What follows belongs to an exercise in optimizing a design on an open flow for small area; a production flow would make more cautious choices.

==> flow/design.v <==
`timescale 1ns/1ns
`default_nettype none
module radar_display_top (
	input logic clock,
	input logic arst_n,
	input logic signed [11:0] target_x,
	input logic signed [11:0] target_y,
	input logic target_load,
	output logic [23:0] pixel,
	output logic hsync,
	output logic vsync,
	output logic de
);
	function automatic logic [15:0] rca(input logic [15:0] a, input logic [15:0] b, input logic cin);
		logic c;
		c = cin;
		for (int i = 0; i < 16; i++) begin
			rca[i] = a[i] ^ b[i] ^ c;
			c = (a[i] & b[i]) | (c & (a[i] ^ b[i]));
		end
	endfunction
	function automatic logic ge(input logic [15:0] v, input logic [15:0] k);
		logic r;
		r = 1'b1;
		for (int i = 0; i < 16; i++)
			r = k[i] ? (v[i] & r) : (v[i] | r);
		ge = r;
	endfunction
	function automatic logic in_range(input logic [15:0] v, input logic [15:0] lo, input logic [15:0] hi);
		in_range = ge(v, lo) && ge(hi, v);
	endfunction
	logic [8:0] x;
	logic [7:0] w;
	logic first;
	logic [15:0] r_sq;
	wire x_end = (x == 9'd175);
	wire w_end = (w == 8'd168);
	wire at_origin = (x == 9'h160) && (w == 8'd177);
	always_ff @(posedge clock or negedge arst_n) begin
		if (!arst_n) begin
			x <= 9'd171;
			w <= 8'd168;
			first <= 1'b1;
		end else begin
			x <= x_end ? 9'h160 : 9'(rca(16'(x), 16'd0, 1'b1));
			if (x_end)
				w <= w_end ? 8'd177 : 8'(rca(16'(w), 16'd0, 1'b1));
			if (at_origin)
				first <= 1'b0;
		end
	end
	wire x_blank = !x[8] && ge(16'(x[7:0]), 16'd160);
	wire x_last = (x == 9'd159);
	logic [9:0] r_step;
	wire w_neg = w[7] && (w[6] || w[5]);
	always_comb begin
		if (x_blank)
			r_step = '0;
		else if (x_last)
			r_step = {w_neg, w, 1'b0};  
		else
			r_step = {x, 1'b1};
	end
	always_ff @(posedge clock) begin
		if (x_end && w_end)
			r_sq <= 16'd17441;  
		else
			r_sq <= rca(r_sq, {{6{r_step[9]}}, r_step}, 1'b0);
	end
	wire s = x[8];
	wire [6:0] b = x[6:0] ^ {7{s}};
	wire [15:0] m15s = rca(16'(b[6:4]), 16'(b), s);
	wire [7:0] s15 = 8'(rca(16'(m15s[7:2]), 16'(w), s));
	wire [7:0] s45 = 8'(rca(16'(b), 16'(w), s));
	wire [15:0] m75 = rca({6'd0, b[5:0], 4'd0}, {6'd0, 4'hf, ~b[5:0]}, 1'b1);
	wire [15:0] m75s = rca(16'(m75[9:0]), {11'd0, s, 2'b0, s, 1'b0}, 1'b0);
	wire [7:0] s75 = 8'(rca(16'(m75s[9:2]), 16'(w), 1'b0));
	wire line = in_range(16'(s15), 16'd159, 16'd161) ||
		in_range(16'(s45), 16'd159, 16'd161) ||
		(!b[6] && in_range(16'(s75), 16'd157, 16'd163));
	wire ring_guard = in_range(16'(w), 16'd97, 16'd168);
	wire ring = (in_range(r_sq, 16'd1216, 16'd1344) && ring_guard) ||
		in_range(r_sq, 16'd4224, 16'd4480) ||
		in_range(r_sq, 16'd9344, 16'd9600) ||
		in_range(r_sq, 16'd16512, 16'd16768) ||
		in_range(r_sq, 16'd25600, 16'd26112) ||
		in_range(r_sq, 16'd36864, 16'd37376) ||
		in_range(r_sq, 16'd50176, 16'd50688);
	wire x_in = s ? ge(16'(x[7:0]), 16'd125) : ge(16'd131, 16'(x[7:0]));
	wire y_in = ge(16'(w), 16'd181) || ge(16'd163, 16'(w));
	wire on_border = (s ? ge(16'd128, 16'(x[7:0])) : x[7]) ||
		in_range(16'(w), 16'd177, 16'd184) || in_range(16'(w), 16'd160, 16'd168);
	wire grid_on = x_in && y_in && (on_border || ring || line);
	wire tx_ok = (target_x[11:8] == {4{target_x[8]}});
	wire ty_ok = (target_y[11:8] == 4'h0) ? (target_y[7:2] != 6'h3f) :
		(target_y[11:8] == 4'hf) && (target_y[7:4] == 4'hf) && (target_y[3:2] != 2'b00);
	logic [8:0] pend_x;
	logic [7:0] pend_y;
	logic pend_ok;
	logic [8:0] act_x;
	logic [7:0] act_y;
	logic act_ok;
	wire swap = (x == 9'd171) && w_end;
	always_ff @(posedge clock) begin
		if (target_load) begin
			pend_x <= target_x[8:0];
			pend_y <= target_y[7:0];
		end
		if (swap) begin
			act_x <= pend_x;
			act_y <= pend_y;
		end
	end
	always_ff @(posedge clock or negedge arst_n) begin
		if (!arst_n) begin
			pend_ok <= 1'b0;
			act_ok <= 1'b0;
		end else begin
			if (target_load)
				pend_ok <= tx_ok && ty_ok;
			if (swap)
				act_ok <= pend_ok;
		end
	end
	wire [8:0] dx = 9'(rca(16'(x), 16'(~act_x), 1'b1));
	wire [7:0] sy = 8'(rca(16'(w), 16'(act_y), 1'b0));
	wire hit_x = (dx[8:3] == 6'd0 && dx[2:0] <= 3'd4) || (dx[8:2] == 7'h7f);
	wire hit_y = in_range(16'(sy), 16'd156, 16'd164);
	wire hit = act_ok && hit_x && hit_y;
	wire de_i = !first && (s || !ge(16'(x[7:0]), 16'd160)) && (ge(16'(w), 16'd177) || ge(16'd160, 16'(w)));
	assign de = de_i;
	assign hsync = !first && !s && in_range(16'(x[7:0]), 16'd164, 16'd171);
	assign vsync = (w == 8'd163) || (w == 8'd164);
	wire red = de_i && !hit && grid_on;
	wire green = de_i && hit;
	assign pixel = {{8{red}}, {8{green}}, 8'd0};
endmodule
`default_nettype wire
==> flow/config.mk <==
export PLATFORM = sky130hd
export DESIGN_NAME = radar_display_top
export DESIGN_NICKNAME = radar_display_top
export VERILOG_FILES = /design/flow/design.v
export SDC_FILE = /design/flow/constraint.sdc
export NUM_CORES = 4
export LEC_CHECK = 0
export CAP_MARGIN = 20
export CORE_MARGIN = 2
export CORE_UTILIZATION = 40
export CTS_BUF_LIST = sky130_fd_sc_hd__clkbuf_8
export SLEW_MARGIN = 20
==> flow/constraint.sdc <==
create_clock -name core_clock -period 8.0 [get_ports {clock}]
set_input_delay 1.6000 -clock core_clock [delete_from_list [all_inputs] [get_ports {clock}]]
set_output_delay 1.6000 -clock core_clock [all_outputs]
set_load 0.01 [all_outputs]
standard.sh (not shown) runs the stock make flow with config.mk's settings and CLKGATE_MAP_FILE= SYNTH_SCRIPT=/design/flow/synth_recipe.tcl, a recipe that flattens the netlist after the stock synthesis.
==> flow/flow/run.sh <==
#!/bin/bash
# Standard synthesis, then the standard layout with port buffers of the
# smallest buffer cell instead of the resizer's default choice.
set -euo pipefail
bash standard.sh synth > synth.log 2>&1
export BUFFER_PORTS_ARGS="-buffer_cell sky130_fd_sc_hd__buf_1"
bash standard.sh finish > layout.log 2>&1
Next try:
- CTS_BUF_LIST: sky130_fd_sc_hd__clkbuf_8 -> sky130_fd_sc_hd__clkbuf_4 sky130_fd_sc_hd__clkbuf_8
What happened: The changed run ran to the end with no violations. Cell area stays the same. Worst hold slack does not change. Via count is unchanged. Core utilization is unchanged. Wire length stays the same.
No functional check of the RTL was part of any run of this note.

## re-timing with driven ports
How much do the figures lean on ideal ports? The routed layouts below were timed once more, with nothing changed but the port constraints. Step 1: set_driving_cell puts a clkbuf_16 on clock and a buf_2 on each other input, an assumption about the parent block. Step 2 also shifts input and output timing later by t, the mid clock arrival at the registers, as if the neighbouring blocks saw the same clock. Slacks: no drivers / after step 1 / after step 2; pairs: no drivers / after step 1.
run | t, ns | setup WS [ns] | worst setup path at the end | worst data-port slew with drivers (ns)
the first run | 0.383 | 0.457 / 0.457 / 0.457 | register to register | 0.03
the second run | 0.383 | 0.457 / 0.457 / 0.457 | register to register | 0.03
After both steps setup and hold are still met in every run listed.
